Source: an optimization exercise on an open RTL-to-GDS flow (aim: small area, a short achievable clock period and few clock cycles per item). Production flows keep margins and buffers that such runs may drop.
At most, simulation tests tie the RTL to the original design; equivalence was not proved.
Only the layout flow was run in run 2; the RTL was not checked for function there.
Power and IR drop assume default switching activity.

File: flow/run.sh
#!/bin/bash
# synth_recipe.tcl (not shown) runs the flow's synth.tcl, then flattens the netlist and writes it again
# the make line also repeats each setting of config.mk as NAME=value (left out here)
make -C /OpenROAD-flow-scripts/flow DESIGN_CONFIG=/design/flow/config.mk WORK_HOME=/design/flow/orfs CLKGATE_MAP_FILE= SYNTH_SCRIPT=/design/flow/synth_recipe.tcl finish
File: flow/constraint.sdc
create_clock -name core_clock -period 5.5 [get_ports {clk}]
set_input_delay 1.1000 -clock core_clock [delete_from_list [all_inputs] [get_ports {clk}]]
set_output_delay 1.1000 -clock core_clock [all_outputs]
set_load 0.01 [all_outputs]
File: flow/config.mk
export PLATFORM = sky130hd
export DESIGN_NAME = pkt_buffer_top
export DESIGN_NICKNAME = pkt_buffer_top
export VERILOG_FILES = /design/flow/design.v
export SDC_FILE = /design/flow/constraint.sdc
export NUM_CORES = 8
export LEC_CHECK = 0
export CAP_MARGIN = 20
export CORE_MARGIN = 2
export CORE_UTILIZATION = 40
export SLEW_MARGIN = 20
export SYNTH_MEMORY_MAX_BITS = 16384
File: flow/design.v
`default_nettype none
package pkt_buffer_pkg;
    localparam int DATA_W  = 64;
    localparam int KEEP_W  = DATA_W / 8;
    localparam int ENTRY_W = 1 + KEEP_W + DATA_W;    
    localparam int META_W  = 32;
    localparam int ADDR_W  = 6;
    localparam int DEPTH   = 1 << ADDR_W;
    localparam logic [1:0] OP_PKT_RD  = 2'd0;
    localparam logic [1:0] OP_PKT_WR  = 2'd1;
    localparam logic [1:0] OP_META_RD = 2'd2;
    localparam logic [1:0] OP_META_WR = 2'd3;
endpackage
`default_nettype wire
`default_nettype none
import pkt_buffer_pkg::*;
module buffer_ram
#(
    parameter int WIDTH = ENTRY_W
)
(
    input  wire              clk,
    input  wire              a_we,
    input  wire [ADDR_W-1:0] a_addr,
    input  wire [WIDTH-1:0]  a_wdata,
    output logic [WIDTH-1:0] a_rdata,
    input  wire [ADDR_W-1:0] b_addr,
    output logic [WIDTH-1:0] b_rdata
);
    logic [WIDTH-1:0] mem [DEPTH];
    always_ff @(posedge clk)
    begin
        if (a_we)
        begin
            mem[a_addr] <= a_wdata;
        end
        a_rdata <= mem[a_addr];    
    end
    always_ff @(posedge clk)
    begin
        b_rdata <= mem[b_addr];
    end
endmodule
`default_nettype wire
`default_nettype none
import pkt_buffer_pkg::*;
module cpu_access_arbiter
(
    input  wire               clk,
    input  wire               rstn,
    input  wire               dp_wr_en,
    input  wire [ADDR_W-1:0]  dp_wr_addr,
    input  wire [ENTRY_W-1:0] dp_wr_entry,
    input  wire [META_W-1:0]  dp_wr_meta,
    input  wire               cpu_req_valid,
    input  logic [1:0]        cpu_req_op,
    input  wire [ADDR_W-1:0]  cpu_req_addr,
    input  wire [ENTRY_W-1:0] cpu_req_wdata,
    output logic [ADDR_W-1:0]  a_addr,
    output logic               pkt_a_we,
    output logic [ENTRY_W-1:0] pkt_a_wdata,
    output logic               meta_a_we,
    output logic [META_W-1:0]  meta_a_wdata,
    output logic               issue_valid,
    output logic [1:0]         issue_op
);
    typedef enum logic {
        ST_IDLE,
        ST_WAIT_DP_IDLE
    } arb_state_t;
    arb_state_t state, state_next;
    logic [1:0]           hold_op;
    logic [ADDR_W-1:0]    hold_addr;
    logic [ENTRY_W-1:0]   hold_wdata;
    logic                 sel_valid;
    logic [1:0]           sel_op;
    logic [ADDR_W-1:0]    sel_addr;
    logic [ENTRY_W-1:0]   sel_wdata;
    assign sel_valid = (state == ST_WAIT_DP_IDLE) || cpu_req_valid;
    assign sel_op    = (state == ST_WAIT_DP_IDLE) ? hold_op    : cpu_req_op;
    assign sel_addr  = (state == ST_WAIT_DP_IDLE) ? hold_addr  : cpu_req_addr;
    assign sel_wdata = (state == ST_WAIT_DP_IDLE) ? hold_wdata : cpu_req_wdata;
    always_comb
    begin
        state_next   = state;
        a_addr       = dp_wr_addr;
        pkt_a_we     = dp_wr_en;
        pkt_a_wdata  = dp_wr_entry;
        meta_a_we    = dp_wr_en;
        meta_a_wdata = dp_wr_meta;
        issue_valid  = 1'b0;
        issue_op     = sel_op;
        if (dp_wr_en)
        begin
            if (state == ST_IDLE && cpu_req_valid)
            begin
                state_next = ST_WAIT_DP_IDLE;    
            end
        end
        else if (sel_valid)
        begin
            state_next   = ST_IDLE;
            a_addr       = sel_addr;
            pkt_a_wdata  = sel_wdata;
            meta_a_wdata = sel_wdata[META_W-1:0];
            issue_valid  = 1'b1;
            unique case (sel_op)
                OP_PKT_WR:  pkt_a_we  = 1'b1;
                OP_META_WR: meta_a_we = 1'b1;
                default:    ;                    
            endcase
        end
    end
    always_ff @(posedge clk)
    begin
        if (!rstn)
        begin
            state <= ST_IDLE;
        end
        else
        begin
            state <= state_next;
        end
    end
    always_ff @(posedge clk)
    begin
        if (state == ST_IDLE && dp_wr_en && cpu_req_valid)
        begin
            hold_op    <= cpu_req_op;
            hold_addr  <= cpu_req_addr;
            hold_wdata <= cpu_req_wdata;
        end
    end
endmodule
`default_nettype wire
`default_nettype none
import pkt_buffer_pkg::*;
module cpu_result_pipe
(
    input  wire               clk,
    input  wire               rstn,
    input  wire               issue_valid,
    input  logic [1:0]        issue_op,
    input  wire [ENTRY_W-1:0] pkt_a_rdata,
    input  wire [META_W-1:0]  meta_a_rdata,
    output logic               cpu_rsp_valid,
    output logic [1:0]         cpu_rsp_op,
    output logic [ENTRY_W-1:0] cpu_rsp_data
);
    logic    s1_valid;
    logic [1:0] s1_op;
    always_ff @(posedge clk)
    begin
        if (!rstn)
        begin
            s1_valid      <= 1'b0;
            cpu_rsp_valid <= 1'b0;
        end
        else
        begin
            s1_valid      <= issue_valid;
            cpu_rsp_valid <= s1_valid;
        end
    end
    always_ff @(posedge clk)
    begin
        s1_op <= issue_op;
        if (s1_valid)
        begin
            cpu_rsp_op <= s1_op;
            unique case (s1_op)
                OP_PKT_RD:  cpu_rsp_data <= pkt_a_rdata;
                OP_META_RD: cpu_rsp_data <= ENTRY_W'(meta_a_rdata);    
                default:    cpu_rsp_data <= '0;                        
            endcase
        end
    end
endmodule
`default_nettype wire
`default_nettype none
import pkt_buffer_pkg::*;
module pkt_buffer_top
(
    input  wire               clk,
    input  wire               rstn,
    input  wire               dp_wr_en,
    input  wire [ADDR_W-1:0]  dp_wr_addr,
    input  wire [DATA_W-1:0]  dp_wr_data,
    input  wire [KEEP_W-1:0]  dp_wr_keep,
    input  wire               dp_wr_last,
    input  wire [META_W-1:0]  dp_wr_meta,
    input  wire               dp_rd_en,
    input  wire [ADDR_W-1:0]  dp_rd_addr,
    output logic              out_valid,
    output logic [DATA_W-1:0] out_data,
    output logic [KEEP_W-1:0] out_keep,
    output logic              out_last,
    output logic [META_W-1:0] out_meta,
    input  wire               cpu_req_valid,
    input  logic [1:0]        cpu_req_op,
    input  wire [ADDR_W-1:0]  cpu_req_addr,
    input  wire [ENTRY_W-1:0] cpu_req_wdata,
    output logic               cpu_rsp_valid,
    output logic [1:0]         cpu_rsp_op,
    output logic [ENTRY_W-1:0] cpu_rsp_data
);
    logic [ENTRY_W-1:0] dp_wr_entry;
    logic [ENTRY_W-1:0] pkt_b_rdata;
    logic [ADDR_W-1:0]  a_addr;
    logic               pkt_a_we;
    logic [ENTRY_W-1:0] pkt_a_wdata;
    logic [ENTRY_W-1:0] pkt_a_rdata;
    logic               meta_a_we;
    logic [META_W-1:0]  meta_a_wdata;
    logic [META_W-1:0]  meta_a_rdata;
    logic               issue_valid;
    logic [1:0]         issue_op;
    assign dp_wr_entry = {dp_wr_last, dp_wr_keep, dp_wr_data};
    assign {out_last, out_keep, out_data} = pkt_b_rdata;
    cpu_access_arbiter u_arbiter (
        .clk(clk), .rstn(rstn),
        .dp_wr_en(dp_wr_en), .dp_wr_addr(dp_wr_addr),
        .dp_wr_entry(dp_wr_entry), .dp_wr_meta(dp_wr_meta),
        .cpu_req_valid(cpu_req_valid), .cpu_req_op(cpu_req_op),
        .cpu_req_addr(cpu_req_addr), .cpu_req_wdata(cpu_req_wdata),
        .a_addr(a_addr),
        .pkt_a_we(pkt_a_we), .pkt_a_wdata(pkt_a_wdata),
        .meta_a_we(meta_a_we), .meta_a_wdata(meta_a_wdata),
        .issue_valid(issue_valid), .issue_op(issue_op)
    );
    buffer_ram #(.WIDTH(ENTRY_W)) pkt_ram (
        .clk(clk),
        .a_we(pkt_a_we), .a_addr(a_addr), .a_wdata(pkt_a_wdata), .a_rdata(pkt_a_rdata),
        .b_addr(dp_rd_addr), .b_rdata(pkt_b_rdata)
    );
    buffer_ram #(.WIDTH(META_W)) meta_ram (
        .clk(clk),
        .a_we(meta_a_we), .a_addr(a_addr), .a_wdata(meta_a_wdata), .a_rdata(meta_a_rdata),
        .b_addr(dp_rd_addr), .b_rdata(out_meta)
    );
    cpu_result_pipe u_result_pipe (
        .clk(clk), .rstn(rstn),
        .issue_valid(issue_valid), .issue_op(issue_op),
        .pkt_a_rdata(pkt_a_rdata), .meta_a_rdata(meta_a_rdata),
        .cpu_rsp_valid(cpu_rsp_valid), .cpu_rsp_op(cpu_rsp_op),
        .cpu_rsp_data(cpu_rsp_data)
    );
    always_ff @(posedge clk)
    begin
        if (!rstn)
        begin
            out_valid <= 1'b0;
        end
        else
        begin
            out_valid <= dp_rd_en;
        end
    end
endmodule
`default_nettype wire
==> results_tabular.tex, run 1 <==
\begin{tabular}{lr}
\hline
Metric & Value \\
\hline
\multicolumn{2}{l}{\textbf{Run status}} \\
\quad Outcome & timing/DRC/antenna clean \\
\multicolumn{2}{l}{\textbf{Floorplan}} \\
\quad Num ports & roughly 390 \\
\quad Core Area & 0.793 sq mm \\
\quad Effective utilization at floorplan & 0.401 \\
\quad Die outline area & approximately 0.8 sq mm \\
\quad Die width & just under 900 um \\
\quad Number of standard-cell rows in the floorplan & around 330 \\
\quad Vertical die dimension & 895 um \\
\multicolumn{2}{l}{\textbf{Timing}} \\
\quad Setup WS post-layout & between 0.9 and 1 ns \\
\quad Time the final worst path needs with I/O delays and setup & roughly 4.5 ns \\
\quad Total count of max-transition violations in the final report & 0 \\
\quad Layout Skew & 0.0903 ns \\
\quad Measured slew at the worst slew-check pin & roughly 1.3 ns \\
\quad Setup repair after global routing missed its margin & no \\
\quad Number of hold violations in the final report & 0 \\
\quad Fraction of the cycle the final worst path needs & 0.825 \\
\quad Number of setup violations in the final report & 0 \\
\quad Fmax & approximately 220 MHz \\
\quad Max transition margin & 0.112 \\
\multicolumn{2}{l}{\textbf{Synth}} \\
\quad Post-Synthesis Cell Area & between 0.3 and 0.4 sq mm \\
\quad Post-synthesis sequential element count & 7092 \\
\quad Sequential fraction of the synthesis area & 0.663 \\
\quad Number of synthesis warnings & 5 \\
\quad Most instantiated library cell after synthesis & edfxtp\_1 \\
\quad Mapped Nets & 18150 \\
\quad Post-synth top flop & edfxtp\_1 \\
\quad FFs w/ async S/R, synth & 0 \\
\quad Number of unique standard cell types used by synthesis & 80 \\
\quad Avg Inst Size Synth & $\sim$18 sq um \\
\quad Number of standard cells after synthesis & between 15000 and 20000 \\
\quad Number of synthesized flops with an enable pin & a little under 7000 \\
\quad Dominant cell type by area after synthesis & edfxtp\_1 \\
\quad Top area cells in the synthesized netlist & edfxtp\_1 (65\%), mux4\_2 (16\%), a22oi\_1 (3.9\%), mux2\_2 (1.7\%), dfxtp\_1 (1.4\%) \\
\quad Commonest cells post-synth & edfxtp\_1 (6876), mux4\_2 (2283), a22oi\_1 (1645) \\
\quad Proportion of netlist area held by the largest area contributor & 0.650 \\
\multicolumn{2}{l}{\textbf{Pwr}} \\
\quad Flop pwr share & 0.470 \\
\quad Net switching fraction of the power & 0.266 \\
\quad Comb pwr share & 0.132 \\
\quad Worst vdd rail ir drop & 0.000289 V \\
\quad Static power due to leakage & 116 nW \\
\quad Part of the total power dissipated in the clock network & 0.398 \\
\quad Ratio of total power to cell area & 351 mW/mm\^{}2 \\
\quad Internal power consumption & $\sim$0.097 W \\
\quad Switching power summed over all nets & around 0.035 W \\
\multicolumn{2}{l}{\textbf{Routing}} \\
\quad First-pass iteration count of the detailed router & 12 \\
\quad Final wirelength & 1390000 um \\
\quad Residual DRC count & 0 \\
\quad 1st-iter DRT viols & roughly 45000 \\
\quad Routed wire length per instance & about 46 um \\
\quad Via/cell ratio & between 7 and 8 \\
\quad Vias after detailed routing & 222486 \\
\quad Remaining antenna violation count after routing & 0 \\
\multicolumn{2}{l}{\textbf{Worst hold path}} \\
\quad Worst Hold Class & primary input to register \\
\quad Hold Path Depth & 1 \\
\multicolumn{2}{l}{\textbf{Global route}} \\
\quad Overflow left after global routing & 0 \\
\quad Wire length of the first global-routing pass & $\sim$1900000 um \\
\quad Initial antenna violation count & 112 \\
\quad Vias in the first global route & 211593 \\
\quad Overall fraction of global-route tracks in use & 0.335 \\
\quad Maximum number of pins on one net before global-route repair & between 100 and 150 \\
\multicolumn{2}{l}{\textbf{Clocking}} \\
\quad CTS buffer count & between 700 and 800 \\
\quad Resized cells post-CTS & 0 \\
\quad Maximum buffer depth of the clock tree & 4 \\
\quad Clock root buffer & clkbuf\_16 \\
\quad Post-CTS Hold Fix Bufs & 0 \\
\quad H-tree lvl count & 6 \\
\quad Clk pin slew, worst setup/hold paths & approximately 0.070 ns \\
\quad Post-CTS Setup Inserts & 0 \\
\quad Clock tree from TritonCTS & built \\
\quad Clk\_lat worst skew & about 1.2 ns \\
\quad Sinks on Clock Net & $\sim$7100 \\
\multicolumn{2}{l}{\textbf{Placed design}} \\
\quad Detailed-placement wirelength estimate & approximately 830000 um \\
\quad Worst setup slack before clock tree synthesis & slightly below 0.03 ns \\
\quad GP Congestion & around 0.9 \\
\quad Count of port buffers added during placement & around 380 \\
\multicolumn{2}{l}{\textbf{Worst setup path}} \\
\quad Cell repeated most along the worst path & buf\_4 \\
\quad Required time reported for the critical path endpoint & approximately 6.6 ns \\
\quad Critical path's slowest cell & clkdlybuf4s50\_1 \\
\quad Worst-path fanout max & 14 \\
\quad CP Capture Type & register \\
\quad Number of cells traversed by the worst register-to-register path & 7 \\
\quad Maximum cell stage delay along the critical path & roughly 0.92 ns \\
\quad Setup crit start kind & primary input \\
\quad Critical Setup Path Class & primary input to register \\
\quad Arr. time, crit path & 5.62 ns \\
\quad Crit-path cells & clkdlybuf4s50\_1 > buf\_4 > nor3\_4 > nor4\_4 > buf\_12 > nor3\_4 > buf\_12 > buf\_4 > a2111oi\_0 > a31oi\_1 > nor4\_1 > buf\_4 > nand4b\_1 \\
\multicolumn{2}{l}{\textbf{Flow run}} \\
\quad Number of violations of the max-capacitance limit & 0 \\
\multicolumn{2}{l}{\textbf{Cells and area}} \\
\quad Util after Layout & 0.474 \\
\quad Share of cells above drive strength 1 & 0.289 \\
\quad Syn-to-layout area delta & 18.2\% \\
\quad Final nets & about 19000 \\
\hline
\end{tabular}
==> layer usage <==
| layer | vias to the layer above | global-route usage | share of wire |
|---|---|---|---|
| li1 | 79749 | - | - |
| met1 | 115337 | 0.442 | 0.34 |
| met2 | 22880 | 0.477 | 0.42 |
| met3 | 4454 | 0.110 | 0.16 |
| met4 | 66 | 0.216 | 0.077 |
| met5 | - | 0 | 0.00032 |
==> stage by stage <==
step	hold WS, ns	TNS [ns]	std cells	cell area (sq um)	power [W]
floorplan	0.406	-632.92	17947	318000	0.0708
global route	0.454	0	30105	375000	0.134
detailed placement	0.516	0	28688	350000	0.0798
CTS	0.406	0	30081	375000	0.131
global placement	0.504	-0.0257	28686	350000	0.0797
finish	0.460	0	30184	376000	0.132
==> final timing paths <==
| check | start | endpoint | slack [ns] |
|---|---|---|---|
| max reg2reg | u_arbiter.state$_SDFFE_PN0P_ | pkt_ram.mem[38][3]$_DFFE_PP_ | 0.99 |
| min reg2reg | pkt_ram.a_rdata[55]$_DFF_P_ | u_result_pipe.cpu_rsp_data[55]$_DFFE_PP_ | 0.52 |
| min | cpu_req_addr[0] | u_arbiter.hold_addr[0]$_DFFE_PP_ | 0.46 |
| max | dp_wr_addr[1] | meta_ram.a_rdata[8]$_DFF_P_ | 0.96 |
==> power groups by stage <==
stage / sequential, W / clock, W / combinational [W]
after floorplan: 0.0626 / 0 / 0.00822
after global placement: 0.0631 / 0 / 0.0166
after detailed placement: 0.0631 / 0 / 0.0167
after CTS: 0.0620 / 0.0526 / 0.0167
after global routing: 0.0620 / 0.0546 / 0.0175
final: 0.0620 / 0.0525 / 0.0174
==> cell type report <==
type / instances / area (sq um)
Antenna cell: 101 / 253
Sequential cell: 7092 / 211000
Clock buffer: 981 / 20400
Fill cell: 65595 / 417000
Tap cell: 10528 / 13200
Inverter: 163 / 627
Timing Repair Buffer: 1855 / 23400
Clock inverter: 412 / 4760
Multi-Input combinational cell: 9052 / 102000
==> kinds of logic (layout without fill, tap and decap cells) <==
family / Yosys count / count (layout) / share of synthesized area
flip-flops: 7092 / 7092 / 0.663
AO/OA/AOI/OAI: 4111 / 4111 / 0.0957
multiplexers: 3033 / 3033 / 0.187
AND/OR/NAND/NOR: 1908 / 1908 / 0.0304
buffers and inverters: 1803 / 3411 / 0.0233
other: 0 / 101 / 0
==> sequential cells by signal, indices dropped and copies added, names as in the netlist, 2 cells and up <==
register,count
u_result_pipe.s1_op,2
u_arbiter.hold_addr,6
pkt_ram.a_rdata,73
meta_ram.a_rdata,32
u_arbiter.hold_op,2
meta_ram.b_rdata,32
u_result_pipe.cpu_rsp_data,73
pkt_ram.b_rdata,73
meta_ram.mem,2048
u_result_pipe.cpu_rsp_op,2
u_arbiter.hold_wdata,73
pkt_ram.mem,4672
==> worst max-delay path, delay by kind of cell <==
family,cells,cell delay [ns]
AO/OA/AOI/OAI,2,0.67
buffers and inverters,6,2.12
AND/OR/NAND/NOR,5,1.61
==> layout by cell type, fill, tap and decap left out, types with 212 or more instances in the layout <==
cell type / n
dfxtp_1: 212
edfxtp_1: 6876
o22ai_1: 282
buf_12: 672
mux2_2: 472
mux2i_1: 272
mux4_2: 2283
a22o_1: 226
clkdlybuf4s50_1: 376
a21oi_1: 415
a22oi_1: 1645
nand4_1: 493
clkbuf_16: 763
nand2_1: 691
o21ai_0: 218
buf_4: 795
Testbench counts, summed over its fixed seeds: cycles 13,193, requests 4,800.
==> inputs of run 2 (changes only) <==
==> flow/design.v (replaced) <==
`default_nettype none
package pkt_buffer_pkg;
    localparam int DATA_W  = 64;
    localparam int KEEP_W  = DATA_W / 8;
    localparam int ENTRY_W = 1 + KEEP_W + DATA_W;    
    localparam int META_W  = 32;
    localparam int ADDR_W  = 6;
    localparam int DEPTH   = 1 << ADDR_W;
    localparam logic [1:0] OP_PKT_RD  = 2'd0;
    localparam logic [1:0] OP_PKT_WR  = 2'd1;
    localparam logic [1:0] OP_META_RD = 2'd2;
    localparam logic [1:0] OP_META_WR = 2'd3;
endpackage
`default_nettype wire
`default_nettype none
import pkt_buffer_pkg::*;
module pkt_buffer_top
(
    input  wire               clk,
    input  wire               rstn,
    input  wire               dp_wr_en,
    input  wire [ADDR_W-1:0]  dp_wr_addr,
    input  wire [DATA_W-1:0]  dp_wr_data,
    input  wire [KEEP_W-1:0]  dp_wr_keep,
    input  wire               dp_wr_last,
    input  wire [META_W-1:0]  dp_wr_meta,
    input  wire               dp_rd_en,
    input  wire [ADDR_W-1:0]  dp_rd_addr,
    output logic              out_valid,
    output logic [DATA_W-1:0] out_data,
    output logic [KEEP_W-1:0] out_keep,
    output logic              out_last,
    output logic [META_W-1:0] out_meta,
    input  wire               cpu_req_valid,
    input  logic [1:0]        cpu_req_op,
    input  wire [ADDR_W-1:0]  cpu_req_addr,
    input  wire [ENTRY_W-1:0] cpu_req_wdata,
    output logic               cpu_rsp_valid,
    output logic [1:0]         cpu_rsp_op,
    output logic [ENTRY_W-1:0] cpu_rsp_data
);
    localparam int NG = 1;               
    localparam int GR = DEPTH / NG;      
    logic               parked;
    logic [1:0]         hold_op;
    logic [ADDR_W-1:0]  hold_addr;
    logic [ENTRY_W-1:0] hold_wdata;
    logic [1:0]         s_op;
    logic [ADDR_W-1:0]  s_addr;
    logic [ENTRY_W-1:0] s_wdata;
    logic               issue;
    assign s_op    = parked ? hold_op    : cpu_req_op;
    assign s_addr  = parked ? hold_addr  : cpu_req_addr;
    assign s_wdata = parked ? hold_wdata : cpu_req_wdata;
    assign issue   = !dp_wr_en && (parked || cpu_req_valid);
    always_ff @(posedge clk)
    begin
        if (!rstn)
            parked <= 1'b0;
        else
            parked <= dp_wr_en && (parked || cpu_req_valid);
    end
    always_ff @(posedge clk)
    begin
        if (!parked)
        begin
            hold_op    <= cpu_req_op;
            hold_addr  <= cpu_req_addr;
            hold_wdata <= cpu_req_wdata;
        end
    end
    logic               pkt_we;
    logic               meta_we;
    logic [ADDR_W-1:0]  w_addr;
    logic [ENTRY_W-1:0] w_pkt;
    logic [META_W-1:0]  w_meta;
    assign pkt_we  = dp_wr_en || (issue && s_op == OP_PKT_WR);
    assign meta_we = dp_wr_en || (issue && s_op == OP_META_WR);
    assign w_addr  = dp_wr_en ? dp_wr_addr : s_addr;
    assign w_pkt   = dp_wr_en ? {dp_wr_last, dp_wr_keep, dp_wr_data} : s_wdata;
    assign w_meta  = dp_wr_en ? dp_wr_meta : s_wdata[META_W-1:0];
    logic [ENTRY_W-1:0] pkt_mem  [DEPTH];
    logic [META_W-1:0]  meta_mem [DEPTH];
    always_ff @(posedge clk)
    begin
        for (int r = 0; r < DEPTH; r++)
        begin
            if (pkt_we && w_addr == ADDR_W'(r))
                pkt_mem[r] <= w_pkt;
            if (meta_we && w_addr == ADDR_W'(r))
                meta_mem[r] <= w_meta;
        end
    end
    logic [ENTRY_W-1:0] dp_pkt_part  [NG];
    logic [META_W-1:0]  dp_meta_part [NG];
    logic [ENTRY_W-1:0] cpu_part     [NG];
    always_ff @(posedge clk)
    begin
        for (int g = 0; g < NG; g++)
        begin
            logic [ENTRY_W-1:0] p;
            logic [META_W-1:0]  m;
            logic [ENTRY_W-1:0] c;
            p = '0;
            m = '0;
            c = '0;
            for (int k = 0; k < GR; k++)
            begin
                logic rs, cp, cm;
                rs = dp_rd_addr == ADDR_W'(g * GR + k);
                cp = s_addr == ADDR_W'(g * GR + k) && s_op == OP_PKT_RD;
                cm = s_addr == ADDR_W'(g * GR + k) && s_op == OP_META_RD;
                p = p | ({ENTRY_W{rs}} & pkt_mem[g * GR + k]);
                m = m | ({META_W{rs}} & meta_mem[g * GR + k]);
                c = c | ({ENTRY_W{cp}} & pkt_mem[g * GR + k])
                      | ENTRY_W'({META_W{cm}} & meta_mem[g * GR + k]);
            end
            dp_pkt_part[g]  <= p;
            dp_meta_part[g] <= m;
            cpu_part[g]     <= c;
        end
    end
    always_ff @(posedge clk)
    begin
        if (!rstn)
        begin
            out_valid     <= 1'b0;
            cpu_rsp_valid <= 1'b0;
        end
        else
        begin
            out_valid     <= dp_rd_en;
            cpu_rsp_valid <= issue;
        end
    end
    always_ff @(posedge clk)
    begin
        cpu_rsp_op <= s_op;
    end
    always_comb
    begin
        logic [ENTRY_W-1:0] p;
        logic [META_W-1:0]  m;
        logic [ENTRY_W-1:0] c;
        p = '0;
        m = '0;
        c = '0;
        for (int g = 0; g < NG; g++)
        begin
            p = p | dp_pkt_part[g];
            m = m | dp_meta_part[g];
            c = c | cpu_part[g];
        end
        {out_last, out_keep, out_data} = p;
        out_meta     = m;
        cpu_rsp_data = c;
    end
endmodule
`default_nettype wire
--- a/flow/config.mk
+++ b/flow/config.mk
@@ -9,3 +9,6 @@
 export CORE_MARGIN = 2
-export CORE_UTILIZATION = 40
+export CORE_UTILIZATION = 55
+export CTS_BUF_LIST = sky130_fd_sc_hd__clkbuf_8
+export CTS_CLUSTER_SIZE = 30
+export SETUP_SLACK_MARGIN = 1.5
 export SLEW_MARGIN = 20
==> results_tabular.tex, run 2 <==
\begin{tabular}{lr}
\hline
Metric & Value \\
\hline
\multicolumn{2}{l}{\textbf{Clocking}} \\
\quad Sinks on Clock Net & between 6000 and 7000 \\
\quad CTS buffer count & about 1200 \\
\quad H-tree lvl count & 7 \\
\quad Maximum buffer depth of the clock tree & 5 \\
\quad Post-CTS Hold Fix Bufs & 0 \\
\quad Clock root buffer & clkbuf\_8 \\
\multicolumn{2}{l}{\textbf{Global route}} \\
\quad Overall fraction of global-route tracks in use & 0.856 \\
\quad Maximum number of pins on one net before global-route repair & between 60 and 70 \\
\quad Wire length of the first global-routing pass & approximately 2900000 um \\
\quad Vias in the first global route & approximately 260k \\
\quad Overflow left after global routing & 2 \\
\multicolumn{2}{l}{\textbf{Synth}} \\
\quad Commonest cells post-synth & edfxtp\_1 (6720), a22oi\_1 (2668), a22o\_1 (1861) \\
\quad Post-synth top flop & edfxtp\_1 \\
\quad Number of synthesis warnings & 6 \\
\quad FFs w/ async S/R, synth & 0 \\
\quad Number of standard cells after synthesis & between 15000 and 20000 \\
\quad Post-synthesis sequential element count & about 7000 \\
\quad Number of unique standard cell types used by synthesis & around 60 \\
\quad Top area cells in the synthesized netlist & edfxtp\_1 (71\%), a22oi\_1 (7.0\%), a22o\_1 (5.7\%), a221oi\_1 (5.7\%), dfxtp\_1 (1.8\%) \\
\quad Number of synthesized flops with an enable pin & about 6700 \\
\quad Avg Inst Size Synth & 15.8 sq um \\
\quad Mapped Nets & 18173 \\
\quad Post-Synthesis Cell Area & 0.285 sq mm \\
\quad Most instantiated library cell after synthesis & edfxtp\_1 \\
\quad Proportion of netlist area held by the largest area contributor & 0.709 \\
\quad Dominant cell type by area after synthesis & edfxtp\_1 \\
\quad Sequential fraction of the synthesis area & 0.728 \\
\multicolumn{2}{l}{\textbf{Floorplan}} \\
\quad Number of standard-cell rows in the floorplan & approximately 260 \\
\quad Effective utilization at floorplan & 0.551 \\
\quad Vertical die dimension & 723 um \\
\quad Num ports & about 390 \\
\quad Die width & roughly 720 um \\
\multicolumn{2}{l}{\textbf{Run status}} \\
\quad First error & [ERROR GRT-0116] Global routing finished with congestion. Check the congestion regions in the DRC Viewer. \\
\quad Outcome & did not finish \\
\quad Terminating stage of the flow & global routing (5\_1\_grt) \\
\multicolumn{2}{l}{\textbf{Placed design}} \\
\quad Count of port buffers added during placement & 384 \\
\quad GP Congestion & between 1 and 1.5 \\
\quad Detailed-placement wirelength estimate & around 1400000 um \\
\hline
\end{tabular}
==> run 2: cell types whose count changed after synthesis, moves of 345 or more <==
cell,change
a221oi_1,+1710
mux2_2,-345
a22o_1,+1635
a22oi_1,+1023
mux4_2,-2283
a21oi_1,-441
==> run 2: metrics by stage <==
step | setup WS [ns] | TNS, ns | hold WS (ns) | cells | cell area [sq um]
4_1_cts | 1.51 | 0 | 0.194 | 27816 | 341000
3_5_place_dp | 0.0761 | 0 | 0.455 | 25729 | 319000
3_3_place_gp | -0.716 | -8.13 | 0.451 | 25720 | 319000
2_1_floorplan | 1.09 | 0 | 0.445 | 17970 | 285000
==> run 2: kinds of logic after synthesis <==
family / share of synthesized area
DFF: 0.728
AOI/OAI and AO/OA: 0.194
and+or+nand+nor: 0.0508
buffers and inverters: 0.0218
muxes: 0.00527
==> run 2: repair_timing <==
| action | 4_1_cts |
|---|---|
| setup buffers | 1 |
| gates resized for setup | 2 |
| endpoints found under the setup margin | 88 |
==> run 2: power groups by stage <==
stage / clock network [W] / registers [W] / logic, W
after CTS: 0.0447 / 0.0602 / 0.00585
after floorplan: 0 / 0.0611 / 0.00204
after detailed placement: 0 / 0.0613 / 0.00583
after global placement: 0 / 0.0613 / 0.00578
==> run 2: worst max path at each step <==
stage / end / cells after the start
global placement: cpu_part[0][24]$_DFF_P_ / 11
detailed placement: cpu_part[0][15]$_DFF_P_ / 12
CTS: cpu_rsp_data[0] / 1
floorplan: pkt_mem[16][0]$_DFFE_PP_ / 8
==> run 2: layer usage <==
metal  GRT overflow  track usage
met4              0        0.805
met2              2        0.926
met5              0        0.631
met1              0        0.869
met3              0        0.806
==> inputs of run 3 (changes only) <==
--- a/flow/design.v
+++ b/flow/design.v
@@ -93,30 +93,35 @@
     end
-    logic [ENTRY_W-1:0] dp_pkt_part  [NG];
-    logic [META_W-1:0]  dp_meta_part [NG];
-    logic [ENTRY_W-1:0] cpu_part     [NG];
+    logic [ENTRY_W-1:0] dp_pt  [ADDR_W+1][DEPTH];
+    logic [META_W-1:0]  dp_mt  [ADDR_W+1][DEPTH];
+    logic [ENTRY_W-1:0] cpu_pt [ADDR_W+1][DEPTH];
+    logic [META_W-1:0]  cpu_mt [ADDR_W+1][DEPTH];
+    for (genvar r = 0; r < DEPTH; r++)
+    begin : g_leaf
+        assign dp_pt[0][r]  = pkt_mem[r];
+        assign dp_mt[0][r]  = meta_mem[r];
+        assign cpu_pt[0][r] = pkt_mem[r];
+        assign cpu_mt[0][r] = meta_mem[r];
+    end
+    for (genvar l = 1; l <= ADDR_W; l++)
+    begin : g_lvl
+        for (genvar r = 0; r < (DEPTH >> l); r++)
+        begin : g_node
+            assign dp_pt[l][r]  = dp_rd_addr[l-1] ? dp_pt[l-1][2*r+1]  : dp_pt[l-1][2*r];
+            assign dp_mt[l][r]  = dp_rd_addr[l-1] ? dp_mt[l-1][2*r+1]  : dp_mt[l-1][2*r];
+            assign cpu_pt[l][r] = s_addr[l-1]     ? cpu_pt[l-1][2*r+1] : cpu_pt[l-1][2*r];
+            assign cpu_mt[l][r] = s_addr[l-1]     ? cpu_mt[l-1][2*r+1] : cpu_mt[l-1][2*r];
+        end
+    end
+    logic [ENTRY_W-1:0] dp_pkt_q;
+    logic [META_W-1:0]  dp_meta_q;
+    logic [ENTRY_W-1:0] cpu_q;
     always_ff @(posedge clk)
     begin
-        for (int g = 0; g < NG; g++)
-        begin
-            logic [ENTRY_W-1:0] p;
-            logic [META_W-1:0]  m;
-            logic [ENTRY_W-1:0] c;
-            p = '0;
-            m = '0;
-            c = '0;
-            for (int k = 0; k < GR; k++)
-            begin
-                logic rs, cp, cm;
-                rs = dp_rd_addr == ADDR_W'(g * GR + k);
-                cp = s_addr == ADDR_W'(g * GR + k) && s_op == OP_PKT_RD;
-                cm = s_addr == ADDR_W'(g * GR + k) && s_op == OP_META_RD;
-                p = p | ({ENTRY_W{rs}} & pkt_mem[g * GR + k]);
-                m = m | ({META_W{rs}} & meta_mem[g * GR + k]);
-                c = c | ({ENTRY_W{cp}} & pkt_mem[g * GR + k])
-                      | ENTRY_W'({META_W{cm}} & meta_mem[g * GR + k]);
-            end
-            dp_pkt_part[g]  <= p;
-            dp_meta_part[g] <= m;
-            cpu_part[g]     <= c;
-        end
+        dp_pkt_q  <= dp_pt[ADDR_W][0];
+        dp_meta_q <= dp_mt[ADDR_W][0];
+        unique case (s_op)
+            OP_PKT_RD:  cpu_q <= cpu_pt[ADDR_W][0];
+            OP_META_RD: cpu_q <= ENTRY_W'(cpu_mt[ADDR_W][0]);
+            default:    cpu_q <= '0;
+        endcase
     end
@@ -139,20 +144,5 @@
     end
-    always_comb
-    begin
-        logic [ENTRY_W-1:0] p;
-        logic [META_W-1:0]  m;
-        logic [ENTRY_W-1:0] c;
-        p = '0;
-        m = '0;
-        c = '0;
-        for (int g = 0; g < NG; g++)
-        begin
-            p = p | dp_pkt_part[g];
-            m = m | dp_meta_part[g];
-            c = c | cpu_part[g];
-        end
-        {out_last, out_keep, out_data} = p;
-        out_meta     = m;
-        cpu_rsp_data = c;
-    end
+    assign {out_last, out_keep, out_data} = dp_pkt_q;
+    assign out_meta     = dp_meta_q;
+    assign cpu_rsp_data = cpu_q;
 endmodule
--- a/flow/config.mk
+++ b/flow/config.mk
@@ -9,5 +9,3 @@
 export CORE_MARGIN = 2
-export CORE_UTILIZATION = 55
-export CTS_BUF_LIST = sky130_fd_sc_hd__clkbuf_8
-export CTS_CLUSTER_SIZE = 30
+export CORE_UTILIZATION = 40
 export SETUP_SLACK_MARGIN = 1.5
==> results_tabular.tex, run 3 <==
\begin{tabular}{lr}
\hline
Metric & Value \\
\hline
\multicolumn{2}{l}{\textbf{Cells and area}} \\
\quad Number of flip-flops in the largest register & around 4700 \\
\quad Commonest cells after routing, fill and taps aside & edfxtp\_1 (6720), nand2\_1 (5755), nand3\_1 (2669) \\
\quad Util after Layout & 0.467 \\
\quad Filler cells & $\sim$69000 \\
\quad Register ranked first by flip-flop count & pkt\_mem \\
\quad Share of cells above drive strength 1 & 0.215 \\
\quad Commonest non-fill, non-tap cell in the layout & edfxtp\_1 \\
\quad Syn-to-layout area delta & 16.4\% \\
\quad Largest registers & pkt\_mem x4672, meta\_mem x2048 \\
\quad Final nets & about 23000 \\
\multicolumn{2}{l}{\textbf{Routing}} \\
\quad Routed wire length per instance & between 30 and 40 um \\
\quad Residual DRC count & 0 \\
\quad First-pass iteration count of the detailed router & 7 \\
\quad Remaining antenna violation count after routing & 0 \\
\quad Via/cell ratio & 6.60 \\
\quad 1st-iter DRT viols & 39747 \\
\quad Final wirelength & between 1000000 and 1500000 um \\
\quad Vias after detailed routing & 228969 \\
\multicolumn{2}{l}{\textbf{Global route}} \\
\quad Initial antenna violation count & 87 \\
\quad Vias in the first global route & between 200k and 250k \\
\quad Overall fraction of global-route tracks in use & 0.303 \\
\quad Wire length of the first global-routing pass & about 1800000 um \\
\quad Maximum number of pins on one net before global-route repair & around 130 \\
\quad Overflow left after global routing & 0 \\
\multicolumn{2}{l}{\textbf{Clocking}} \\
\quad Clk\_lat worst skew & about 1.2 ns \\
\quad CTS buffer count & 749 \\
\quad Sinks on Clock Net & 6982 \\
\quad Maximum buffer depth of the clock tree & 4 \\
\quad H-tree lvl count & 6 \\
\quad Clock root buffer & clkbuf\_16 \\
\quad Clock tree from TritonCTS & built \\
\quad Post-CTS Hold Fix Bufs & 0 \\
\quad Clk pin slew, worst setup/hold paths & 0.06 ns \\
\multicolumn{2}{l}{\textbf{Timing}} \\
\quad Total count of max-transition violations in the final report & 0 \\
\quad Layout Skew & 0.0822 ns \\
\quad Measured slew at the worst slew-check pin & 1.36 ns \\
\quad Number of hold violations in the final report & 0 \\
\quad Fmax & between 200 and 250 MHz \\
\quad Setup repair after global routing missed its margin & yes \\
\quad Fraction of the cycle the final worst path needs & 0.763 \\
\quad Max transition margin & 0.0915 \\
\quad Number of setup violations in the final report & 0 \\
\quad Total negative setup slack & 0 ns \\
\quad Time the final worst path needs with I/O delays and setup & around 4.2 ns \\
\quad Setup WS post-layout & 1.30 ns \\
\multicolumn{2}{l}{\textbf{Synth}} \\
\quad Number of synthesis warnings & 7 \\
\quad FFs w/ async S/R, synth & 0 \\
\quad Sequential fraction of the synthesis area & 0.639 \\
\quad Avg Inst Size Synth & 14.3 sq um \\
\quad Top area cells in the synthesized netlist & edfxtp\_1 (62\%), mux4\_2 (16\%), nand2\_1 (6.7\%), nand3\_1 (4.1\%), dfxtp\_1 (1.6\%) \\
\quad Most instantiated library cell after synthesis & edfxtp\_1 \\
\quad Post-synth top flop & edfxtp\_1 \\
\quad Number of standard cells after synthesis & 22596 \\
\quad Mapped Nets & about 23000 \\
\quad Dominant cell type by area after synthesis & edfxtp\_1 \\
\quad Proportion of netlist area held by the largest area contributor & 0.623 \\
\quad Number of synthesized flops with an enable pin & $\sim$6700 \\
\quad Commonest cells post-synth & edfxtp\_1 (6720), nand2\_1 (5778), nand3\_1 (2672) \\
\quad Post-synthesis sequential element count & approximately 7000 \\
\quad Post-Synthesis Cell Area & 0.324 sq mm \\
\quad Number of unique standard cell types used by synthesis & 62 \\
\multicolumn{2}{l}{\textbf{Worst setup path}} \\
\quad Reg2Reg Capture Point & cpu\_q[8]\$\_DFF\_P\_ \\
\quad Required time reported for the critical path endpoint & approximately 6.5 ns \\
\quad Critical Setup Path Class & register to register \\
\quad Origin of the critical flop-to-flop path & parked\$\_SDFF\_PN0\_ \\
\quad Arr. time, crit path & about 5.2 ns \\
\quad Number of cells traversed by the worst register-to-register path & 13 \\
\quad Setup crit start kind & register \\
\quad Cell repeated most along the worst path & buf\_4 \\
\quad Crit-path cells & buf\_12 > mux2i\_2 > inv\_2 > buf\_4 > o21a\_2 > nand2\_1 > buf\_4 > nor2\_1 > buf\_4 > o21ai\_1 > nand4\_1 > nor3\_4 > nand3\_1 \\
\quad Slack of the worst reg-to-reg path & approximately 1.3 ns \\
\quad Critical path's top delay family & simple AND/OR/NAND/NOR gates \\
\quad Maximum cell stage delay along the critical path & between 0.8 and 0.9 ns \\
\quad CP Buf/Inv Count & 5 \\
\quad CP Capture Type & register \\
\quad Critical path's slowest cell & nor3\_4 \\
\quad Number of logic stages on the critical path including buffering & 13 \\
\quad Worst-path fanout max & 9 \\
\multicolumn{2}{l}{\textbf{Floorplan}} \\
\quad Vertical die dimension & between 900 and 1000 um \\
\quad Die outline area & 0.817 sq mm \\
\quad Num ports & between 300 and 400 \\
\quad Core Area & around 0.8 sq mm \\
\quad Die width & roughly 900 um \\
\quad Effective utilization at floorplan & 0.401 \\
\quad Number of standard-cell rows in the floorplan & 330 \\
\multicolumn{2}{l}{\textbf{Worst hold path}} \\
\quad Hold Startpoint & dp\_rd\_en \\
\quad Hold Path Depth & 2 \\
\quad Worst Hold Class & primary input to register \\
\quad Worst min-delay path endpoint & out\_valid\$\_SDFF\_PN0\_ \\
\multicolumn{2}{l}{\textbf{Pwr}} \\
\quad Static power due to leakage & roughly 120 nW \\
\quad Ratio of total power to cell area & 336 mW/mm\^{}2 \\
\quad Worst vdd rail ir drop & between 0.0003 and 0.0004 V \\
\multicolumn{2}{l}{\textbf{Placed design}} \\
\quad GP Congestion & 0.886 \\
\quad Worst setup slack before clock tree synthesis & -0.116 ns \\
\quad Count of port buffers added during placement & approximately 380 \\
\quad Detailed-placement wirelength estimate & between 700000 and 800000 um \\
\multicolumn{2}{l}{\textbf{Flow run}} \\
\quad Number of violations of the max-capacitance limit & 0 \\
\multicolumn{2}{l}{\textbf{Run status}} \\
\quad Outcome & timing/DRC/antenna clean \\
\hline
\end{tabular}
## run 3: what timing repair did
action / 4_1_cts / 5_1_grt
resized for setup: 25 / 41
setup buffers: 13 / 21
pin swaps: 4 / 11
gates cloned: 4 / 3
setup endpoints to repair: 4593 / 445
## run 3: power breakdown
part	switching, W	leakage, nW	internal [W]
Sequential	0.000511	62.5	0.0595
Combinational	0.00980	50.4	0.00510
Clock	0.0224	12.1	0.0294
## run 3: final cells by class
class | instances | area (sq um) | area share
Sequential cell | 6982 | 207000 | 0.549
Multi-Input combinational cell | 13718 | 111000 | 0.295
Clock buffer | 938 | 20000 | 0.0530
Timing Repair Buffer | 1678 | 19900 | 0.0527
Tap cell | 10790 | 13500 | 0.0358
Clock inverter | 449 | 4850 | 0.0129
Inverter | 82 | 362 | 0.000959
Antenna cell | 77 | 193 | 0.000511
Timing Repair inverter | 1 | 8.76 | 0.0000232
## run 3: cells by family after synthesis
family | share of synthesized area
AOI/OAI and AO/OA | 0.0408
buffers and inverters | 0.0253
DFF | 0.639
muxes | 0.175
and+or+nand+nor | 0.120
## run 3: how the worst max path moves through the flow
stage	start	end	slack, ns
6_report	parked$_SDFF_PN0_	cpu_q[8]$_DFF_P_	1.30
5_1_grt	parked$_SDFF_PN0_	cpu_q[72]$_DFF_P_	1.43
4_1_cts	parked$_SDFF_PN0_	cpu_q[72]$_DFF_P_	1.32
3_5_place_dp	cpu_req_addr[1]	cpu_q[39]$_DFF_P_	-0.12
3_3_place_gp	cpu_req_addr[0]	cpu_q[12]$_DFF_P_	-1.15
2_1_floorplan	dp_wr_en	meta_mem[0][10]$_DFFE_PP_	1.13
## run 3: through the flow
| step | std cells | power [W] | cell area [sq um] | hold WS [ns] |
|---|---|---|---|---|
| after global placement | 33195 | 0.0754 | 350000 | 0.451 |
| after global routing | 34675 | 0.129 | 377000 | 0.471 |
| after floorplan | 22596 | 0.0690 | 325000 | 0.445 |
| final | 34715 | 0.127 | 377000 | 0.466 |
| after detailed placement | 33205 | 0.0755 | 351000 | 0.456 |
| after CTS | 34609 | 0.127 | 376000 | 0.418 |
## run 3: metal layers
metal	up-vias	routed length [um]	track usage	part of all wire
met2	18573	564000	0.454	0.44
met4	46	90600	0.180	0.071
met1	117053	454000	0.405	0.36
met3	3583	169000	0.0738	0.13
met5	-	302	0	0.00024
li1	89714	-	-	-
Testbench counts of run 3, summed over its fixed seeds: cycles 6,972, requests 4,800.
==> inputs of run 4 (changes only) <==
--- a/flow/design.v
+++ b/flow/design.v
@@ -41,4 +41,5 @@
 );
-    localparam int NG = 1;               
-    localparam int GR = DEPTH / NG;      
+    localparam int GB = 3;               
+    localparam int GR = 1 << GB;         
+    localparam int NG = DEPTH / GR;      
     logic               parked;
@@ -51,5 +52,6 @@
     logic               issue;
+    logic               parked_wr;   
     assign s_op    = parked ? hold_op    : cpu_req_op;
     assign s_addr  = parked ? hold_addr  : cpu_req_addr;
-    assign s_wdata = parked ? hold_wdata : cpu_req_wdata;
+    assign s_wdata = parked_wr ? hold_wdata : cpu_req_wdata;
     assign issue   = !dp_wr_en && (parked || cpu_req_valid);
@@ -58,5 +60,11 @@
         if (!rstn)
-            parked <= 1'b0;
+        begin
+            parked    <= 1'b0;
+            parked_wr <= 1'b0;
+        end
         else
-            parked <= dp_wr_en && (parked || cpu_req_valid);
+        begin
+            parked    <= dp_wr_en && (parked || cpu_req_valid);
+            parked_wr <= dp_wr_en && (parked || cpu_req_valid) && s_op[0];
+        end
     end
@@ -64,3 +72,3 @@
     begin
-        if (!parked)
+        if (cpu_req_valid)
         begin
@@ -93,21 +101,40 @@
     end
-    logic [ENTRY_W-1:0] dp_pt  [ADDR_W+1][DEPTH];
-    logic [META_W-1:0]  dp_mt  [ADDR_W+1][DEPTH];
-    logic [ENTRY_W-1:0] cpu_pt [ADDR_W+1][DEPTH];
-    logic [META_W-1:0]  cpu_mt [ADDR_W+1][DEPTH];
-    for (genvar r = 0; r < DEPTH; r++)
-    begin : g_leaf
-        assign dp_pt[0][r]  = pkt_mem[r];
-        assign dp_mt[0][r]  = meta_mem[r];
-        assign cpu_pt[0][r] = pkt_mem[r];
-        assign cpu_mt[0][r] = meta_mem[r];
+    logic [GR-1:0] dp_lo;        
+    logic [NG-1:0] dp_hi;        
+    logic [GR-1:0] cpu_lo;       
+    logic [NG-1:0] cpu_hi_p;     
+    logic [NG-1:0] cpu_hi_m;     
+    always_comb
+    begin
+        for (int j = 0; j < GR; j++)
+        begin
+            dp_lo[j]  = dp_rd_addr[GB-1:0] == GB'(j);
+            cpu_lo[j] = s_addr[GB-1:0] == GB'(j);
+        end
+        for (int k = 0; k < NG; k++)
+        begin
+            dp_hi[k]    = dp_rd_addr[ADDR_W-1:GB] == (ADDR_W-GB)'(k);
+            cpu_hi_p[k] = s_addr[ADDR_W-1:GB] == (ADDR_W-GB)'(k) && s_op == OP_PKT_RD;
+            cpu_hi_m[k] = s_addr[ADDR_W-1:GB] == (ADDR_W-GB)'(k) && s_op == OP_META_RD;
+        end
     end
-    for (genvar l = 1; l <= ADDR_W; l++)
-    begin : g_lvl
-        for (genvar r = 0; r < (DEPTH >> l); r++)
-        begin : g_node
-            assign dp_pt[l][r]  = dp_rd_addr[l-1] ? dp_pt[l-1][2*r+1]  : dp_pt[l-1][2*r];
-            assign dp_mt[l][r]  = dp_rd_addr[l-1] ? dp_mt[l-1][2*r+1]  : dp_mt[l-1][2*r];
-            assign cpu_pt[l][r] = s_addr[l-1]     ? cpu_pt[l-1][2*r+1] : cpu_pt[l-1][2*r];
-            assign cpu_mt[l][r] = s_addr[l-1]     ? cpu_mt[l-1][2*r+1] : cpu_mt[l-1][2*r];
+    logic [ENTRY_W-1:0] dp_pkt_grp  [NG];
+    logic [META_W-1:0]  dp_meta_grp [NG];
+    logic [ENTRY_W-1:0] cpu_pkt_grp [NG];
+    logic [META_W-1:0]  cpu_meta_grp[NG];
+    always_comb
+    begin
+        for (int k = 0; k < NG; k++)
+        begin
+            dp_pkt_grp[k]   = '0;
+            dp_meta_grp[k]  = '0;
+            cpu_pkt_grp[k]  = '0;
+            cpu_meta_grp[k] = '0;
+            for (int j = 0; j < GR; j++)
+            begin
+                dp_pkt_grp[k]   = dp_pkt_grp[k]   | ({ENTRY_W{dp_lo[j]}}  & pkt_mem[k * GR + j]);
+                dp_meta_grp[k]  = dp_meta_grp[k]  | ({META_W{dp_lo[j]}}   & meta_mem[k * GR + j]);
+                cpu_pkt_grp[k]  = cpu_pkt_grp[k]  | ({ENTRY_W{cpu_lo[j]}} & pkt_mem[k * GR + j]);
+                cpu_meta_grp[k] = cpu_meta_grp[k] | ({META_W{cpu_lo[j]}}  & meta_mem[k * GR + j]);
+            end
         end
@@ -119,9 +146,18 @@
     begin
-        dp_pkt_q  <= dp_pt[ADDR_W][0];
-        dp_meta_q <= dp_mt[ADDR_W][0];
-        unique case (s_op)
-            OP_PKT_RD:  cpu_q <= cpu_pt[ADDR_W][0];
-            OP_META_RD: cpu_q <= ENTRY_W'(cpu_mt[ADDR_W][0]);
-            default:    cpu_q <= '0;
-        endcase
+        logic [ENTRY_W-1:0] p;
+        logic [META_W-1:0]  m;
+        logic [ENTRY_W-1:0] c;
+        p = '0;
+        m = '0;
+        c = '0;
+        for (int k = 0; k < NG; k++)
+        begin
+            p = p | ({ENTRY_W{dp_hi[k]}} & dp_pkt_grp[k]);
+            m = m | ({META_W{dp_hi[k]}}  & dp_meta_grp[k]);
+            c = c | ({ENTRY_W{cpu_hi_p[k]}} & cpu_pkt_grp[k])
+                  | ENTRY_W'({META_W{cpu_hi_m[k]}} & cpu_meta_grp[k]);
+        end
+        dp_pkt_q  <= p;
+        dp_meta_q <= m;
+        cpu_q     <= c;
     end
--- a/flow/config.mk
+++ b/flow/config.mk
@@ -10,4 +10,5 @@
 export CORE_UTILIZATION = 40
-export SETUP_SLACK_MARGIN = 1.5
+export SETUP_SLACK_MARGIN = 2.0
 export SLEW_MARGIN = 20
 export SYNTH_MEMORY_MAX_BITS = 16384
+export TNS_END_PERCENT = 10
==> results_tabular.tex, run 4 <==
\begin{tabular}{lr}
\hline
Metric & Value \\
\hline
\multicolumn{2}{l}{\textbf{Timing}} \\
\quad Layout Skew & approximately 0.11 ns \\
\quad Setup repair after global routing missed its margin & yes \\
\quad Number of setup violations in the final report & 0 \\
\quad Fmax & between 200 and 300 MHz \\
\quad Max transition margin & 0.141 \\
\quad Number of hold violations in the final report & 0 \\
\quad Time the final worst path needs with I/O delays and setup & 3.74 ns \\
\quad Fraction of the cycle the final worst path needs & 0.680 \\
\quad Measured slew at the worst slew-check pin & around 1.3 ns \\
\quad Total count of max-transition violations in the final report & 0 \\
\multicolumn{2}{l}{\textbf{Synth}} \\
\quad Sequential fraction of the synthesis area & 0.725 \\
\quad Commonest cells post-synth & edfxtp\_1 (6801), a22oi\_1 (6066), clkbuf\_1 (1434) \\
\quad Number of unique standard cell types used by synthesis & 48 \\
\quad Number of synthesized flops with an enable pin & 6801 \\
\quad Top area cells in the synthesized netlist & edfxtp\_1 (71\%), a22oi\_1 (16\%), a41oi\_1 (3.6\%), clkbuf\_1 (1.9\%), dfxtp\_1 (1.3\%) \\
\quad Post-synth top flop & edfxtp\_1 \\
\quad Post-synthesis sequential element count & roughly 7000 \\
\quad Avg Inst Size Synth & about 16 sq um \\
\quad Dominant cell type by area after synthesis & edfxtp\_1 \\
\quad Proportion of netlist area held by the largest area contributor & 0.712 \\
\quad Post-Synthesis Cell Area & between 0.2 and 0.3 sq mm \\
\quad Number of synthesis warnings & 7 \\
\quad Mapped Nets & approximately 19000 \\
\quad Number of standard cells after synthesis & approximately 18000 \\
\quad Most instantiated library cell after synthesis & edfxtp\_1 \\
\quad FFs w/ async S/R, synth & 0 \\
\multicolumn{2}{l}{\textbf{Placed design}} \\
\quad Count of port buffers added during placement & about 380 \\
\quad Area after detailed placement & roughly 0.32 sq mm \\
\quad Detailed-placement wirelength estimate & 823000 um \\
\quad GP Congestion & between 0.9 and 1 \\
\multicolumn{2}{l}{\textbf{Clocking}} \\
\quad Clock tree from TritonCTS & built \\
\quad Maximum buffer depth of the clock tree & 4 \\
\quad Clk pin slew, worst setup/hold paths & around 0.08 ns \\
\quad Post-CTS Hold Fix Bufs & 0 \\
\quad Sinks on Clock Net & $\sim$7000 \\
\quad Clk\_lat worst skew & 1.24 ns \\
\quad H-tree lvl count & 6 \\
\quad Clock root buffer & clkbuf\_16 \\
\quad CTS buffer count & 730 \\
\multicolumn{2}{l}{\textbf{Routing}} \\
\quad First-pass iteration count of the detailed router & 16 \\
\quad Routed wire length per instance & $\sim$48 um \\
\quad Residual DRC count & 0 \\
\quad Remaining antenna violation count after routing & 0 \\
\quad Via/cell ratio & between 7 and 8 \\
\quad Final wirelength & $\sim$1400000 um \\
\quad 1st-iter DRT viols & roughly 56000 \\
\quad Vias after detailed routing & between 200k and 250k \\
\multicolumn{2}{l}{\textbf{Cells and area}} \\
\quad Commonest cells after routing, fill and taps aside & edfxtp\_1 (6801), a22oi\_1 (6053), buf\_4 (1097) \\
\quad Register ranked first by flip-flop count & pkt\_mem \\
\quad Util after Layout & 0.480 \\
\quad Syn-to-layout area delta & 19.9\% \\
\quad Filler cells & about 60000 \\
\quad Final nets & slightly below 20000 \\
\quad Number of flip-flops in the largest register & 4672 \\
\quad Largest registers & pkt\_mem x4672, meta\_mem x2048 \\
\quad Share of cells above drive strength 1 & 0.164 \\
\quad Commonest non-fill, non-tap cell in the layout & edfxtp\_1 \\
\quad Cell area after layout & $\sim$0.34 sq mm \\
\multicolumn{2}{l}{\textbf{Global route}} \\
\quad Vias in the first global route & between 200k and 250k \\
\quad Maximum number of pins on one net before global-route repair & 93 \\
\quad Overflow left after global routing & 0 \\
\quad Initial antenna violation count & between 100 and 150 \\
\quad Wire length of the first global-routing pass & between 1500000 and 2000000 um \\
\quad Overall fraction of global-route tracks in use & 0.373 \\
\multicolumn{2}{l}{\textbf{Worst setup path}} \\
\quad Setup crit start kind & register \\
\quad Origin of the critical flop-to-flop path & parked\$\_SDFF\_PN0\_ \\
\quad Critical Path Source & parked\$\_SDFF\_PN0\_ \\
\quad Slack of the worst reg-to-reg path & roughly 1.8 ns \\
\quad Required time reported for the critical path endpoint & roughly 6.6 ns \\
\quad Arr. time, crit path & about 4.8 ns \\
\quad Number of cells traversed by the worst register-to-register path & 13 \\
\quad Worst-path fanout max & 28 \\
\quad Reg2Reg Capture Point & cpu\_q[26]\$\_DFF\_P\_ \\
\quad CP Capture Type & register \\
\quad Critical Setup Path Class & register to register \\
\multicolumn{2}{l}{\textbf{Worst hold path}} \\
\quad Hold Startpoint & cpu\_req\_valid \\
\quad Worst min-delay path endpoint & cpu\_rsp\_valid\$\_SDFF\_PN0\_ \\
\quad Hold Path Depth & 3 \\
\quad Worst Hold Class & primary input to register \\
\multicolumn{2}{l}{\textbf{Floorplan}} \\
\quad Core Area & $\sim$0.7 sq mm \\
\quad Die width & 851 um \\
\quad Die outline area & between 0.7 and 0.8 sq mm \\
\quad Number of standard-cell rows in the floorplan & 311 \\
\quad Num ports & 385 \\
\quad Effective utilization at floorplan & 0.401 \\
\quad Vertical die dimension & about 850 um \\
\multicolumn{2}{l}{\textbf{Flow run}} \\
\quad Number of violations of the max-capacitance limit & 0 \\
\multicolumn{2}{l}{\textbf{Pwr}} \\
\quad Static power due to leakage & 100 nW \\
\quad Worst vdd rail ir drop & 0.000426 V \\
\quad Ratio of total power to cell area & about 350 mW/mm\^{}2 \\
\multicolumn{2}{l}{\textbf{Run status}} \\
\quad Outcome & timing/DRC/antenna clean \\
\hline
\end{tabular}
==> run 4: cell count changes in the layout (fill, tap and decap cells not counted), moves of 300 or more <==
cell      delta
a41oi_1   +1095
buf_4      +300
nand2_1   -5646
a22oi_1   +6035
and3_1     -352
a311oi_1   -529
mux4_2    -2322
nand3_1   -2580
==> run 4: worst max-delay path by stage <==
stage / to / slack [ns]
after CTS: cpu_rsp_data[26] / 1.85
after floorplan: pkt_mem[48][0]$_DFFE_PP_ / 1.25
final: cpu_q[26]$_DFF_P_ / 1.76
after global placement: cpu_q[25]$_DFF_P_ / -1.29
after detailed placement: cpu_q[14]$_DFF_P_ / -0.35
after global routing: cpu_q[26]$_DFF_P_ / 1.85
==> run 4: worst max-delay path, stage by stage (launching register included) <==
cell     delay [ns]
dfxtp_4        0.45
buf_12         0.19
nor2_4         0.07
buf_12         0.15
a32o_4         0.35
buf_12         0.17
buf_12         0.20
buf_12         0.21
buf_4          0.25
a22oi_1        0.32
a41oi_4        0.35
nor4_2         0.29
buf_4          0.30
nand4_1        0.10
==> run 4: repair_timing <==
action	in CTS	in global routing
cloned	2	6
buffers inserted	40	11
endpoints found under the setup margin	3380	950
gates resized for setup	136	92
pin swaps	17	21
==> run 4: routing by layer <==
layer  vias up  wire, um  global-route usage
li1      83421         -                   -
met1    114638    460000               0.462
met2     28148    561000               0.501
met3      6887    267000               0.179
met4       130    130000               0.277
met5         -      1510             0.00695
==> run 4: layout make-up <==
class / instances / area (sq um) / share of cell area
diodes: 187 / 468 / 0.00136
multi-input cells: 9655 / 76300 / 0.222
flip-flops and latches: 6985 / 208000 / 0.605
well taps: 9546 / 11900 / 0.0347
clock inverters: 383 / 4080 / 0.0118
inverters: 70 / 270 / 0.000786
clock buffers: 968 / 19700 / 0.0572
repair buffers: 2037 / 23200 / 0.0675
==> run 4: cell families (layout without fill, tap and decap cells) <==
logic type,Yosys count,count (layout),synth area share
AND/OR/NAND/NOR,1005,1005,0.0191
multiplexers,212,212,0.00792
buffers and inverters,1781,3458,0.0237
other,0,187,0
flip-flops,6985,6985,0.725
AO/OA/AOI/OAI,8437,8438,0.225
==> run 4: where the power goes <==
| part | switching [W] | internal [W] |
|---|---|---|
| Sequential | 0.000489 | 0.0596 |
| Combinational | 0.00761 | 0.00290 |
| Clock | 0.0220 | 0.0279 |
==> run 4: per-stage QoR <==
stage / instances / setup TNS [ns] / hold slack (ns) / setup slack [ns] / total power, W
after global placement: 28215 / -12.42 / 0.638 / -1.29 / 0.0708
final: 29831 / 0 / 0.340 / 1.76 / 0.121
after detailed placement: 28228 / -2.07 / 0.641 / -0.349 / 0.0709
after floorplan: 18420 / 0 / 0.490 / 1.25 / 0.0653
after CTS: 29621 / 0 / 0.360 / 1.85 / 0.120
after global routing: 29702 / 0 / 0.394 / 1.85 / 0.122
Testbench counts of run 4, summed over its fixed seeds: cycles 6,972, requests 4,800.
==> inputs of run 5 (changes only) <==
==> flow/flow/run.sh (new file) <==
#!/bin/bash
# The standard layout (standard.sh: ORFS synthesis to finish) with two
# changes, each passed to ORFS through its own variables:
#  - the port buffers are buf_4 cells instead of the delay cell buffer_ports
#    picks by default (every port still gets its buffer);
#  - clock tree synthesis clusters up to 25 flip-flops per leaf buffer and
#    inserts no dummy loads.
# The make output goes to standard.log here; each ORFS step keeps its own log
# under orfs/logs.
set -euo pipefail
here=$(pwd)
export BUFFER_PORTS_ARGS="-buffer_cell sky130_fd_sc_hd__buf_4"
export CTS_ARGS="-sink_clustering_enable -repair_clock_nets -sink_clustering_size 25 -sink_clustering_max_diameter 100 -dont_use_dummy_load"
bash standard.sh > "$here/standard.log" 2>&1
==> flow/standard.sh (new file) <==
#!/bin/bash
# synth_recipe.tcl (not shown) runs the flow's synth.tcl, then flattens the netlist and writes it again
# the make line also repeats each setting of config.mk as NAME=value (left out here)
make -C /OpenROAD-flow-scripts/flow DESIGN_CONFIG=/design/flow/config.mk WORK_HOME=/design/flow/orfs CLKGATE_MAP_FILE= SYNTH_SCRIPT=/design/flow/synth_recipe.tcl "${@:-finish}"
--- a/flow/config.mk
+++ b/flow/config.mk
@@ -10,3 +10,3 @@
 export CORE_UTILIZATION = 40
-export SETUP_SLACK_MARGIN = 2.0
+export SETUP_SLACK_MARGIN = 2.6
 export SLEW_MARGIN = 20
removed: flow/run.sh
==> results_tabular.tex, run 5 <==
\begin{tabular}{lr}
\hline
Metric & Value \\
\hline
\multicolumn{2}{l}{\textbf{Run status}} \\
\quad Outcome & timing/DRC/antenna clean \\
\multicolumn{2}{l}{\textbf{Worst hold path}} \\
\quad Worst Hold Class & primary input to register \\
\multicolumn{2}{l}{\textbf{Floorplan}} \\
\quad Die width & between 800 and 900 um \\
\quad Core Area & 0.716 sq mm \\
\quad Vertical die dimension & approximately 850 um \\
\quad Die outline area & between 0.7 and 0.8 sq mm \\
\quad Effective utilization at floorplan & 0.401 \\
\multicolumn{2}{l}{\textbf{Routing}} \\
\quad Via/cell ratio & approximately 8.2 \\
\quad Routed wire length per instance & approximately 52 um \\
\quad Residual DRC count & 0 \\
\quad First-pass iteration count of the detailed router & 17 \\
\quad Remaining antenna violation count after routing & 0 \\
\quad Final wirelength & 1500000 um \\
\quad Vias after detailed routing & 237028 \\
\multicolumn{2}{l}{\textbf{Synth}} \\
\quad Dominant cell type by area after synthesis & edfxtp\_1 \\
\quad Proportion of netlist area held by the largest area contributor & 0.712 \\
\quad Sequential fraction of the synthesis area & 0.725 \\
\quad Number of standard cells after synthesis & 18420 \\
\quad Post-synthesis sequential element count & $\sim$7000 \\
\quad FFs w/ async S/R, synth & 0 \\
\quad Top area cells in the synthesized netlist & edfxtp\_1 (71\%), a22oi\_1 (16\%), a41oi\_1 (3.6\%), clkbuf\_1 (1.9\%), dfxtp\_1 (1.3\%) \\
\quad Number of synthesized flops with an enable pin & 6801 \\
\quad Post-synth top flop & edfxtp\_1 \\
\quad Most instantiated library cell after synthesis & edfxtp\_1 \\
\quad Commonest cells post-synth & edfxtp\_1 (6801), a22oi\_1 (6066), clkbuf\_1 (1434) \\
\quad Avg Inst Size Synth & roughly 16 sq um \\
\quad Mapped Nets & between 15000 and 20000 \\
\quad Post-Synthesis Cell Area & about 0.29 sq mm \\
\multicolumn{2}{l}{\textbf{Placed design}} \\
\quad Area after detailed placement & between 0.3 and 0.4 sq mm \\
\quad Worst setup slack before clock tree synthesis & around 0.44 ns \\
\quad Detailed-placement wirelength estimate & 789000 um \\
\multicolumn{2}{l}{\textbf{Global route}} \\
\quad Wire length of the first global-routing pass & $\sim$1900000 um \\
\quad Vias in the first global route & 210723 \\
\quad Overflow left after global routing & 0 \\
\quad Initial antenna violation count & between 150 and 200 \\
\multicolumn{2}{l}{\textbf{Cells and area}} \\
\quad Final nets & between 15000 and 20000 \\
\quad Filler-free cell count of the finished design & 28970 \\
\quad Share of cells above drive strength 1 & 0.181 \\
\quad Util after Layout & 0.469 \\
\quad Cell area after layout & about 0.34 sq mm \\
\quad Largest registers & pkt\_mem x4672, meta\_mem x2048 \\
\quad Number of flip-flops in the largest register & about 4700 \\
\quad Register ranked first by flip-flop count & pkt\_mem \\
\multicolumn{2}{l}{\textbf{Clocking}} \\
\quad Sinks on Clock Net & roughly 7000 \\
\quad H-tree lvl count & 5 \\
\quad Clock tree from TritonCTS & built \\
\quad Clock root buffer & clkbuf\_16 \\
\quad Clk\_lat worst skew & $\sim$1.2 ns \\
\multicolumn{2}{l}{\textbf{Timing}} \\
\quad Setup WS post-layout & 2.12 ns \\
\quad Fmax & 296 MHz \\
\quad Max transition margin & 0.0894 \\
\quad Setup repair after global routing missed its margin & yes \\
\quad Fraction of the cycle the final worst path needs & 0.614 \\
\quad Time the final worst path needs with I/O delays and setup & around 3.4 ns \\
\quad Layout Skew & 0.192 ns \\
\quad Total negative setup slack & 0 ns \\
\quad Measured slew at the worst slew-check pin & roughly 1.4 ns \\
\multicolumn{2}{l}{\textbf{Flow run}} \\
\quad Number of violations of the max-capacitance limit & 0 \\
\multicolumn{2}{l}{\textbf{Worst setup path}} \\
\quad Critical path's top delay family & buffers and inverters \\
\quad Setup crit start kind & primary input \\
\quad Cell repeated most along the worst path & buf\_4 \\
\quad Crit-path cells & buf\_4 > and3b\_4 > buf\_12 > buf\_4 > buf\_4 > a22oi\_1 > a41oi\_1 > a21oi\_1 > nand3\_1 \\
\quad Worst-path fanout max & 24 \\
\quad Arr. time, crit path & 4.34 ns \\
\quad CP Capture Type & register \\
\quad Maximum cell stage delay along the critical path & roughly 0.67 ns \\
\quad CP Buf/Inv Count & 4 \\
\quad Critical Setup Path Class & primary input to register \\
\multicolumn{2}{l}{\textbf{Pwr}} \\
\quad Static power due to leakage & around 96 nW \\
\quad Worst vdd rail ir drop & between 0.0002 and 0.0003 V \\
\quad Ratio of total power to cell area & between 200 and 300 mW/mm\^{}2 \\
\hline
\end{tabular}
## run 5: cell types whose count changed in the layout (fill, tap and decap cells not counted), sizes merged, moves of 21 or more
cell | previous run | this run
clkinvlp | 23 | 2
bufbuf | 1 | 55
clkdlybuf4s50 | 376 | 0
bufinv | 56 | 0
clkbuf | 975 | 374
clkinv | 277 | 0
buf | 1647 | 2063
inv | 97 | 68
## run 5: kinds of logic (layout without fill, tap and decap cells)
group,count (synthesis),after routing,share of synthesized area
muxes,212,215,0.00792
buffers and inverters,1781,2562,0.0237
and+or+nand+nor,1005,1007,0.0191
AOI/OAI and AO/OA,8437,8454,0.225
other,0,201,0
DFF,6985,6985,0.725
## run 5: final cells by class
cell class                      count  area (sq um)  area share
Tap cell                         9546         11900      0.0355
Clock buffer                      334          8360      0.0249
Antenna cell                      201           503     0.00150
Timing Repair Buffer             2158         27600      0.0822
Sequential cell                  6985        208000       0.619
Multi-Input combinational cell   9676         79500       0.236
Inverter                           70           270    0.000804
## run 5: power by group
group	switching [W]	internal, W
logic	0.00806	0.00314
registers	0.000486	0.0595
clock network	0.0169	0.0109
## run 5: repair_timing
item / in CTS / in global routing
hold buffers: 0 / 0
hold endpoints to repair: 0 / 0
buffers inserted: 280 / 130
setup endpoints to repair: 9301 / 7461
gates cloned: 85 / 54
pin swaps: 222 / 142
resized for setup: 684 / 357
## run 5: path summary, 6_finish.rpt
check | cells after the start | slack (ns) | start | to
setup / recovery | 9 | 2.12 | dp_rd_addr[0] | dp_pkt_q[61]$_DFF_P_
hold / removal | 1 | 0.12 | cpu_req_wdata[4] | hold_wdata[4]$_DFFE_PP_
setup reg to reg | 11 | 2.15 | hold_addr[1]$_DFFE_PP_ | cpu_q[24]$_DFF_P_
hold reg to reg | 4 | 0.67 | pkt_mem[56][72]$_DFFE_PP_ | cpu_q[72]$_DFF_P_
## run 5: per-layer routing
| layer | global-route usage | share of wire | routed length, um |
|---|---|---|---|
| met1 | 0.471 | 0.31 | 462000 |
| met2 | 0.527 | 0.39 | 591000 |
| met3 | 0.179 | 0.19 | 290000 |
| met4 | 0.297 | 0.10 | 156000 |
| met5 | 0.00485 | 0.00096 | 1440 |
## run 5: metrics by stage
| stage | hold WS (ns) | total power (W) |
|---|---|---|
| final | 0.118 | 0.0990 |
| after global routing | 0.126 | 0.100 |
| after CTS | 0.102 | 0.0976 |
| after detailed placement | 0.597 | 0.0706 |
| after global placement | 0.595 | 0.0705 |
| after floorplan | 0.490 | 0.0653 |

Setup slack of run 5, layout unchanged: 2.123 ns with ideal ports, 2.139 ns with driving cells assumed (clock clkbuf_16, inputs buf_2), 0.996 ns with port delays also shifted by the 1.236 ns mid clock arrival.
